Context: an optimization exercise on an open-source flow, tuned for small area. The choices shown serve that exercise and are no tape-out recipe. Only simulation tests tie the RTL to the original design; equivalence was not proved.

==> config.mk <==
export PLATFORM = sky130hd
export DESIGN_NAME = ambient_light_brightness_tracker
export DESIGN_NICKNAME = ambient_light_brightness_tracker
export VERILOG_FILES = /design/flow/design.v
export SDC_FILE = /design/flow/constraint.sdc
export NUM_CORES = 4
export LEC_CHECK = 0
export ABC_AREA = 1
export CAP_MARGIN = 20
export CORE_MARGIN = 2
export CORE_UTILIZATION = 40
export PLACE_DENSITY = 0.6
export SLEW_MARGIN = 20
==> design.v <==
package alb_pkg;
    localparam int SAMPLE_W   = 10;     
    localparam int LEVEL_W    = 5;      
    localparam int CFG_W      = 4;      
    localparam int CFG_IDX_W  = 2;
    localparam int WINDOW_LEN = 10;
    localparam int SUM_W      = 14;     
endpackage
module alb_window (
    input  logic                          aclk,
    input  logic                          aresetn,
    input  logic                          upd,       
    input  logic [alb_pkg::SAMPLE_W-1:0]  in_sample,
    output logic [alb_pkg::SUM_W-1:0]     sum
);
    localparam int N = alb_pkg::WINDOW_LEN;
    localparam int W = alb_pkg::SUM_W;
    logic [alb_pkg::SAMPLE_W-1:0] ent [N];    
    logic [3:0]                   cnt;        
    logic                         first;
    logic [W-1:0]                 op_a, op_b, op_c, csa_s, csa_c, sum_next;
    assign first = (cnt == 4'd0);
    assign op_a = sum | ({14{first}} & {in_sample, 3'b000});
    assign op_b = first ? 14'({in_sample, 1'b0}) : 14'(in_sample);
    assign op_c = first ? 14'd0 : ~{4'b0000, ent[N-1]};
    always_comb begin
        logic c;
        csa_s    = op_a ^ op_b ^ op_c;
        csa_c    = {(op_a[W-2:0] & op_b[W-2:0]) | (op_a[W-2:0] & op_c[W-2:0]) | (op_b[W-2:0] & op_c[W-2:0]), !first};
        c        = 1'b0;
        for (int i = 0; i < W; i++) begin
            sum_next[i] = csa_s[i] ^ csa_c[i] ^ c;
            c           = (csa_s[i] & csa_c[i]) | (csa_s[i] & c) | (csa_c[i] & c);
        end
    end
    always_ff @(posedge aclk) begin
        if (upd) begin
            ent[0] <= in_sample;
            for (int i = 1; i < N - 1; i++) begin
                ent[i] <= ent[i-1];
            end
        end
        if (upd && (first || cnt == 4'(N))) begin
            ent[N-1] <= first ? in_sample : ent[N-2];
        end
    end
    always_ff @(posedge aclk) begin
        if (!aresetn) begin
            cnt <= '0;
            sum <= '0;
        end else if (upd) begin
            if (cnt != 4'(N)) begin
                cnt <= cnt + 4'd1;
            end
            sum <= sum_next;
        end
    end
endmodule
module alb_scale (
    input  logic                       aclk,
    input  logic                       aresetn,
    input  logic                       in_valid,
    output logic                       in_ready,
    input  logic [alb_pkg::SUM_W-1:0]  sum,
    output logic                       out_valid,
    input  logic                       out_ready,
    input  logic [alb_pkg::CFG_W-1:0]  min_level,
    input  logic [alb_pkg::CFG_W-1:0]  max_level,
    output logic [alb_pkg::CFG_W-1:0]  quot
);
    function automatic [3:0] div5_step(input [3:0] v);
        case (v)
            4'd5:    div5_step = {1'b1, 3'd0};
            4'd6:    div5_step = {1'b1, 3'd1};
            4'd7:    div5_step = {1'b1, 3'd2};
            4'd8:    div5_step = {1'b1, 3'd3};
            4'd9:    div5_step = {1'b1, 3'd4};
            default: div5_step = {1'b0, v[2:0]};
        endcase
    endfunction
    function automatic [13:0] add14(input [13:0] a, input [13:0] b, input cin);
        logic c;
        c = cin;
        for (int i = 0; i < 14; i++) begin
            add14[i] = a[i] ^ b[i] ^ c;
            c        = (a[i] & b[i]) | (a[i] & c) | (b[i] & c);
        end
    endfunction
    logic        va_reg, vp_reg, vq_reg, ra, rp, rq;
    logic [9:0]  avg, a, a_reg;
    logic        zero_reg;
    logic [3:0]  d;
    logic [13:0] p;
    logic [3:0]  p_hi_reg, p_lo_reg;
    logic        p_ones_reg, zero_p_reg;
    logic        c;
    logic [3:0]  quot_next, quot_reg;
    assign rq       = !vq_reg || out_ready;
    assign rp       = !vp_reg || rq;
    assign ra       = !va_reg || rp;
    assign in_ready = ra;
    always_comb begin
        logic [2:0] r;
        logic [3:0] o;
        r = sum[13:11];
        for (int i = 9; i >= 0; i--) begin
            o      = div5_step({r, sum[i+1]});
            avg[i] = o[3];
            r      = o[2:0];
        end
    end
    always_comb begin
        logic z;
        z = 1'b1;
        for (int i = 0; i < 10; i++) begin
            a[i] = avg[i] ^ z;
            z    = z & !avg[i];
        end
    end
    always_comb begin
        logic b;
        b = 1'b0;
        for (int i = 0; i < 4; i++) begin
            d[i] = max_level[i] ^ min_level[i] ^ b;
            b    = (!max_level[i] & min_level[i]) | (!(max_level[i] ^ min_level[i]) & b);
        end
    end
    always_comb begin
        logic [13:0] acc;
        acc = d[0] ? 14'(a_reg) << 1 : 14'(a_reg);
        acc = add14(acc, d[1] ? 14'(a_reg) << 1 : 14'd0, 1'b0);
        acc = add14(acc, d[2] ? 14'(a_reg) << 2 : 14'd0, 1'b0);
        acc = add14(acc, d[3] ? 14'(a_reg) << 3 : 14'd0, 1'b0);
        p   = acc;
    end
    always_comb begin
        logic cc;
        cc = 1'b1;
        for (int i = 0; i < 4; i++) begin
            cc = (p_lo_reg[i] & p_hi_reg[i]) | (p_lo_reg[i] & cc) | (p_hi_reg[i] & cc);
        end
        c  = cc & p_ones_reg;
        cc = c;
        for (int i = 0; i < 4; i++) begin
            quot_next[i] = p_hi_reg[i] ^ cc;
            cc           = cc & p_hi_reg[i];
        end
        if (zero_p_reg) begin
            quot_next = 4'd0;
        end
    end
    always_ff @(posedge aclk) begin
        if (!aresetn) begin
            va_reg <= 1'b0;
            vp_reg <= 1'b0;
            vq_reg <= 1'b0;
        end else begin
            if (ra) begin
                va_reg <= in_valid;
            end
            if (rp) begin
                vp_reg <= va_reg;
            end
            if (rq) begin
                vq_reg <= vp_reg;
            end
        end
    end
    always_ff @(posedge aclk) begin
        if (in_valid && ra) begin
            a_reg    <= a;
            zero_reg <= (avg == 10'd0);
        end
        if (va_reg && rp) begin
            p_hi_reg   <= p[13:10];
            p_lo_reg   <= p[3:0];
            p_ones_reg <= &p[9:4];
            zero_p_reg <= zero_reg;
        end
        if (vp_reg && rq) begin
            quot_reg <= quot_next;
        end
    end
    assign out_valid = vq_reg;
    assign quot      = quot_reg;
endmodule
module alb_level (
    input  logic [alb_pkg::CFG_W-1:0]  min_level,
    input  logic [alb_pkg::CFG_W-1:0]  max_level,
    input  logic [alb_pkg::CFG_W-1:0]  quot,
    input  logic [alb_pkg::CFG_W-1:0]  level,
    output logic [alb_pkg::CFG_W-1:0]  target,
    output logic [alb_pkg::CFG_W-1:0]  level_next,
    output logic                       moved
);
    always_comb begin
        if (min_level > max_level) begin
            target = min_level - 4'd1;
        end else begin
            target = max_level - quot;
        end
    end
    always_comb begin
        level_next = level;
        moved      = 1'b1;
        if (target > level) begin
            level_next = level + 4'd1;
        end else if (target < level) begin
            level_next = level - 4'd1;
        end else begin
            moved      = 1'b0;
        end
    end
endmodule
module ambient_light_brightness_tracker (
    input  logic                  aclk,
    input  logic                  aresetn,
    input  logic                  cfg_wr_en,
    input  logic [alb_pkg::CFG_IDX_W-1:0]  cfg_index,
    input  logic [alb_pkg::CFG_W-1:0]      cfg_wdata,
    input  logic                  s_valid,
    output logic                  s_ready,
    input  logic [alb_pkg::SAMPLE_W-1:0]   s_light_sample,
    output logic                  m_valid,
    input  logic                  m_ready,
    output logic signed [alb_pkg::LEVEL_W-1:0] m_level,
    output logic                  m_level_written,
    output logic signed [alb_pkg::LEVEL_W-1:0] m_target_level
);
    logic                        auto_enable;
    logic [alb_pkg::CFG_W-1:0]   manual_level, min_level, max_level;
    logic                        v1, r1, r2, upd;
    logic [alb_pkg::SUM_W-1:0]   sum;
    logic [alb_pkg::CFG_W-1:0]   quot, target, level_reg, level_next;
    logic                        moved;
    always_ff @(posedge aclk) begin
        if (!aresetn) begin
            auto_enable  <= 1'b1;
            manual_level <= 4'd8;
            min_level    <= 4'd0;
            max_level    <= 4'd15;
        end else if (cfg_wr_en) begin
            case (cfg_index)
                2'd0: auto_enable  <= cfg_wdata[0];
                2'd1: manual_level <= cfg_wdata;
                2'd2: min_level    <= cfg_wdata;
                2'd3: max_level    <= cfg_wdata;
                default: ;
            endcase
        end
    end
    assign r1      = !v1 || r2;
    assign s_ready = r1;
    assign upd     = s_valid && r1 && auto_enable;
    alb_window u_window (
        .aclk      (aclk),
        .aresetn   (aresetn),
        .upd       (upd),
        .in_sample (s_light_sample),
        .sum       (sum)
    );
    alb_scale u_scale (
        .aclk      (aclk),
        .aresetn   (aresetn),
        .in_valid  (v1),
        .in_ready  (r2),
        .sum       (sum),
        .out_valid (m_valid),
        .out_ready (m_ready),
        .min_level (min_level),
        .max_level (max_level),
        .quot      (quot)
    );
    alb_level u_level (
        .min_level  (min_level),
        .max_level  (max_level),
        .quot       (quot),
        .level      (level_reg),
        .target     (target),
        .level_next (level_next),
        .moved      (moved)
    );
    always_ff @(posedge aclk) begin
        if (!aresetn) begin
            v1        <= 1'b0;
            level_reg <= '0;
        end else begin
            if (r1) begin
                v1 <= s_valid;
            end
            if (m_valid && m_ready && auto_enable) begin
                level_reg <= level_next;
            end
        end
    end
    assign m_level         = auto_enable ? {1'b0, level_next} : {1'b0, manual_level};
    assign m_level_written = auto_enable ? moved : 1'b1;
    assign m_target_level  = auto_enable ? {1'b0, target} : 5'd0;
endmodule
==> constraint.sdc <==
create_clock -name core_clock -period 7.0 [get_ports {aclk}]
set_input_delay 1.4000 -clock core_clock [delete_from_list [all_inputs] [get_ports {aclk}]]
set_output_delay 1.4000 -clock core_clock [all_outputs]
set_load 0.01 [all_outputs]
==> run.sh <==
#!/bin/bash
# synth_recipe.tcl (not shown) runs the flow's synth.tcl, then flattens the netlist and writes it again
# the make line also repeats each setting of config.mk as NAME=value (left out here)
make -C /OpenROAD-flow-scripts/flow DESIGN_CONFIG=/design/flow/config.mk WORK_HOME=/design/flow/orfs CLKGATE_MAP_FILE= SYNTH_SCRIPT=/design/flow/synth_recipe.tcl finish
==> qor.csv, run 1 <==
metric;value;unit
status;complete, no violations;
top_reg_cell synth;edfxtp_1;
input/output buffers;31;
n_diodes;0;
hold bufs inserted after CTS;0;
Worst Min Path Start;u_window.ent[6][9];
CP most frequent cell;fa_2;
Initial Utilization;40.47;%
final setup vio count;0;
CTS Sinks;164;
global route overflow;0;
Tightest Hold Check Type;flop to flop;
total number of vias;6010;
Clock Path Buffers;2;
vias per inst;4.743;
total wire length;15520;um
critical-path cell with the highest stage delay;fa_1;
largest net degree at the start of global routing;93;
most frequent cell after synthesis;nand2_1;
FF+latch count, synth;164;
routability cong.;0.8165;
worst slew pin tran;0.8827;ns
area leader, netlist;edfxtp_1;
IO Pins;34;
Fillers;2141;
wire per inst;12.25;um
total placed cells including tap cells;1234;
Hold Path Depth;0;
vias in the first global route;5891;
antenna violations before repair;0;
GRT Overall Usage;14.07;%
Syn Area/Cell;9.867;um2
FMAX;0.1470;GHz
clock root cell;clkbuf_16;
RSZ-0062 raised after global routing;true;
Clk Latency, worst-skew pair;0.43;ns
post-place setup slack;-0.5853;ns
Site Rows;55;
CP Max Fanout;2;
Core ar.;22500;um2
Yosys warnings;5;
RR Endpoint;u_scale.p_hi_reg[2];
Slew headroom;40.97;%
EDFF count, synth;125;
critical path arrival;7.00;ns
Worst Setup Start Kind;flop;
worst r2r src;max_level[0];
Die H;154.9;um
Commonest cells post-synth;nand2_1 (170), inv_1 (148), edfxtp_1 (125), nor2_1 (82), fa_1 (53);
Final min period;6.803;ns
max reg flops;100;
Async S/R FF share, synth;0;%
CTS Buf Count;17;
Final Hold Fails;0;
R2R setup slack;0.20;ns
residual DRC count;0;
Max Cap Viol;0;
CTS tree;done;
Die W;154.9;um
CP Capture Type;flop;
final hold slack;0.4210;ns
nets;1078;
Detailed Place HPWL;11600;um
first-pass GRT wire length;27050;um
H-tree Lvls;4;
WHS Endpoint;u_window.ent[7][9];
Bufs and invs on worst path;6;
drt pass-1 iters;4;
Largest stage delay, worst path;0.52;ns
area grow syn2layout;15.02;%
Yosys top cell area share;41.21;%
synth unique cells;39;
DIE AREA;23990;um2
clk slew on worst S/H paths;0.07;ns
post-synthesis cell count;923;
Final Max Slew Viols;0;
synthesized cell area;9107;um2
Clock Skew;0.01098;ns
ranking of synthesized cells by area;edfxtp_1 (41%), fa_1 (12%), dfxtp_1 (8.6%), nand2_1 (7.0%), inv_1 (6.1%);
Worst Reg-to-Reg Cells;22;
Routed Antenna Nets;0;
DR iter-0 viols;344;
PnR worst setup slack;0.1971;ns
post-layout util;46.55;%
Largest delay share family, worst path;adder cells;
fin crit share;97.18;%
Seq/Total Area, Yosys;49.79;%
kind of critical path;flop to flop;
Req. time, crit path;7.20;ns
crit-path cells;inv_1, ha_1, fa_1, buf_6, inv_1, nand2_1, fa_1, inv_1, fa_2, fa_2, fa_1, fa_2, fa_2, fa_2, fa_2, fa_2, fa_1, inv_1, fa_1, fa_2, fa_1, inv_1;
non-filler cells, final;1267;
ratio of cells with drive above 1 in the final layout;14.77;%
multi-input logic area;3978;um2
Storage cell area;4536;um2
worst max path at each step:
stage | endpoint | cells after the start | start
global route | u_scale.p_hi_reg[2] | 22 | max_level[0]
floorplan | u_window.sum[13] | 22 | s_light_sample[0]
global placement | u_window.sum[13] | 23 | s_light_sample[0]
finish | u_scale.p_hi_reg[2] | 22 | max_level[0]
detailed placement | u_window.sum[13] | 23 | s_light_sample[0]
CTS | u_scale.p_hi_reg[2] | 22 | max_level[0]
metrics by stage:
stage	area, um2	setup TNS [ns]
after global placement	9806	-1.130
after floorplan	9129	0
after global routing	10480	-0.03023
final	10480	0
after CTS	10410	0
after detailed placement	9806	-1.337
kinds of logic (layout without fill, tap and decap cells):
family | count (synthesis) | in the layout | share of synthesized area [%]
simple gates | 375 | 375 | 18.66
buf+inv | 178 | 236 | 7.460
flops | 164 | 164 | 49.79
compound gates | 105 | 105 | 6.443
fa+ha+maj | 88 | 88 | 16.46
xor+xnor | 12 | 12 | 1.154
other cells | 1 | 2 | 0.04117
what timing repair did:
action	in CTS	in global routing
pin swaps	3	9
setup buffers	0	1
resized for setup	6	21
endpoints found under the setup margin	3	5
endpoints found under the hold margin	0	0
worst reg2reg max path: cells and delay by family (launching register included):
family / cells / cell delay, ns
adders and majority gates: 15 / 5.72
buffers and inverters: 6 / 0.47
DFF: 1 / 0.33
and+or+nand+nor: 1 / 0.07
cells in the final DEF, fill, tap and decap left out, types with 32 or more instances in the layout:
master,instances
nand2_1,170
inv_1,147
edfxtp_1,125
nor2_1,79
o21ai_0,48
nand3_1,45
a21oi_1,38
dfxtp_1,38
ha_1,35
fa_1,32
layer usage:
metal / up-vias / wire length [um] / global-route usage, %
li1: 3090 / - / -
met1: 2824 / 7373 / 18.51
met2: 79 / 7467 / 23.17
met3: 17 / 466 / 2.981
met4: 0 / 209 / 4.982
met5: - / 0 / 0
cell type report:
class	count	area share, %
flip-flops and latches	164	43.30
multi-input cells	582	37.97
inverters	160	5.733
clock buffers	17	4.061
repair buffers	44	3.990
well taps	285	3.404
clock inverters	15	1.541
==> inputs of run 2 (changes only) <==
--- a/config.mk
+++ b/config.mk
@@ -9,5 +9,6 @@
 export CAP_MARGIN = 20
 export CORE_MARGIN = 2
 export CORE_UTILIZATION = 40
+export CTS_BUF_LIST = sky130_fd_sc_hd__clkbuf_4 sky130_fd_sc_hd__clkbuf_8
 export PLACE_DENSITY = 0.6
 export SLEW_MARGIN = 20
==> run 2 against run 1 <==
  * Still clean on timing, DRC and antenna
  * Critical path depth unchanged
  * Sequential cell count stayed put
  * Cell area decreased by 1.8%
  * Critical path type unchanged
==> qor.csv, run 2 <==
metric;value;unit
status;complete, no violations;
Final Hold Fails;0;
ranking of synthesized cells by area;edfxtp_1 (41%), fa_1 (12%), dfxtp_1 (8.6%), nand2_1 (7.0%), inv_1 (6.1%);
Yosys warnings;5;
Yosys top cell area share;41.21;%
CTS Sinks;164;
vias per inst;4.740;
drt pass-1 iters;5;
Worst Setup Start Kind;flop;
FMAX;0.1472;GHz
synth unique cells;39;
kind of critical path;flop to flop;
Clk Latency, worst-skew pair;0.46;ns
final hold slack;0.4243;ns
residual DRC count;0;
Seq/Total Area, Yosys;49.79;%
IO Pins;34;
R2R setup slack;0.21;ns
max reg flops;100;
ratio of cells with drive above 1 in the final layout;14.87;%
CTS tree;done;
most frequent cells in the layout;nand2_1 (170), inv_1 (147), edfxtp_1 (125);
GRT Overall Usage;13.99;%
hold bufs inserted after CTS;0;
DR iter-0 viols;353;
post-layout util;45.69;%
n_diodes;0;
CP Capture Type;flop;
Clock Path Buffers;2;
area leader, netlist;edfxtp_1;
Final Max Slew Viols;0;
largest net degree at the start of global routing;93;
commonest non-fill, non-tap cell in the layout;nand2_1;
crit path from;max_level[0];
design area;10280;um2
wire per inst;12.17;um
vias in the first global route;5861;
Slew headroom;42.08;%
global route overflow;0;
post-synthesis cell count;923;
fin crit share;97.07;%
CTS Buf Count;17;
Tightest Hold Check Type;flop to flop;
worst setup path endpoint;u_scale.p_hi_reg[2];
final setup vio count;0;
Post-Place Cell Area;9806;um2
Die H;154.9;um
Syn Area/Cell;9.867;um2
Hold Path Depth;0;
Die W;154.9;um
worst slew pin tran;0.8661;ns
EDFF count, synth;125;
area grow syn2layout;12.90;%
total number of vias;6006;
FF+latch count, synth;164;
DIE AREA;23990;um2
worst r2r src;max_level[0];
clock root cell;clkbuf_8;
H-tree Lvls;4;
antenna violations before repair;0;
Detailed Place HPWL;11600;um
Initial Utilization;40.47;%
Core ar.;22500;um2
total wire length;15430;um
synthesized cell area;9107;um2
RR Endpoint;u_scale.p_hi_reg[2];
Commonest cells post-synth;nand2_1 (170), inv_1 (148), edfxtp_1 (125), nor2_1 (82), fa_1 (53);
Req. time, crit path;7.23;ns
Clock Skew;0.01585;ns
routability cong.;0.8165;
clk slew on worst S/H paths;0.10;ns
first-pass GRT wire length;26960;um
nets;1078;
Routed Antenna Nets;0;
Worst Reg-to-Reg Cells;22;
Site Rows;55;
most frequent cell after synthesis;nand2_1;
Final min period;6.795;ns
critical path arrival;7.03;ns
top_reg_cell synth;edfxtp_1;
Max Cap Viol;0;
Async S/R FF share, synth;0;%
input/output buffers;31;
CP Max Fanout;2;
## run 2: cell counts after synthesis
No cell type changed its count.
## run 2: worst min-delay path by stage
| stage | start | to | slack, ns |
|---|---|---|---|
| after global routing | u_window.ent[6][9] | u_window.ent[7][9] | 0.43 |
| final | u_window.ent[1][5] | u_window.ent[2][5] | 0.42 |
| after floorplan | u_scale.zero_reg | u_scale.zero_p_reg | 0.40 |
| after CTS | u_window.ent[1][5] | u_window.ent[2][5] | 0.43 |
| after global placement | u_window.ent[1][2] | u_window.ent[2][2] | 0.40 |
| after detailed placement | u_window.ent[1][3] | u_window.ent[2][3] | 0.40 |
## run 2: logic make-up (layout without fill, tap and decap cells)
| logic type | after synthesis | in the layout | share of synthesized area (%) |
|---|---|---|---|
| AND/OR/NAND/NOR | 375 | 375 | 18.66 |
| flip-flops | 164 | 164 | 49.79 |
| XOR/XNOR | 12 | 12 | 1.154 |
| adder cells (fa/ha/maj) | 88 | 88 | 16.46 |
| AO/OA/AOI/OAI | 105 | 105 | 6.443 |
| buffers and inverters | 178 | 236 | 7.460 |
| other | 1 | 2 | 0.04117 |
## run 2: worst max-delay path: stages, from the launching register on
cell,delay [ns]
dfxtp_2,0.33
inv_1,0.05
ha_1,0.19
fa_1,0.52
buf_6,0.15
inv_1,0.07
nand2_1,0.07
fa_1,0.38
inv_1,0.07
fa_2,0.20
fa_2,0.45
fa_1,0.44
fa_2,0.35
fa_2,0.35
fa_2,0.39
fa_2,0.36
fa_2,0.41
fa_1,0.36
inv_1,0.08
fa_1,0.45
fa_2,0.40
fa_1,0.48
inv_1,0.04
## run 2: metal layers
metal / GRT usage, % / wire length [um] / vias up / share of wire (%)
met5: 0 / 0 / - / 0
met4: 4.762 / 168 / 0 / 1.1
met3: 2.897 / 440 / 13 / 2.9
met2: 23.15 / 7454 / 82 / 48
met1: 18.42 / 7362 / 2826 / 48
li1: - / - / 3085 / -
## run 2: per-stage QoR
step	instances	setup TNS, ns	setup slack, ns
after floorplan	924	0	0.05065
after global placement	1234	-1.130	-0.5392
after detailed placement	1234	-1.337	-0.5853
after CTS	1266	0	0.02082
after global routing	1267	-0.003027	-0.001600
final	1267	0	0.2052
## run 2: area by class of cell
cell class	count	area, um2
inverter	160	600.6
clock inverter	15	161.4
clock buffer	17	234.0
fill	2161	12220
multi-input combinational	582	3978
timing repair buffer	44	415.4
sequential	164	4537
tap	285	356.6
## run 2: what timing repair did
action,in CTS,in global routing
setup endpoints to repair,2,5
buffers inserted,0,1
pin swaps,3,10
resized for setup,5,22

==> separate check: timing with driven ports <==
How much do the figures lean on ideal ports? The routed layouts below were timed once more, with nothing changed but the port constraints.
Step 1 assumes that a clkbuf_16 drives the clock port and a buf_2 every other input.
Step 2 times the ports against the registers' clock, not the clock port: input delays grow and output delays shrink by t, the midpoint of the rising clock arrivals with the driver on.
a / b / c = ideal ports / drivers / drivers and shift; a / b = the first two.
run	shift t [ns]	setup WS [ns]	hold WS [ns]	worst register clock-pin slew, ns
run 1	0.469	0.197 / 0.197 / -0.075	0.421 / 0.421 / 0.421	0.07 / 0.07
run 2	0.491	0.205 / 0.205 / -0.227	0.424 / 0.424 / 0.424	0.10 / 0.10
With both steps, setup timing fails in run 1 and run 2, where it was met with ideal ports. The setup slack of run 2, which loses most, moves by 0.000 ns with the drivers and by -0.432 ns with both steps.
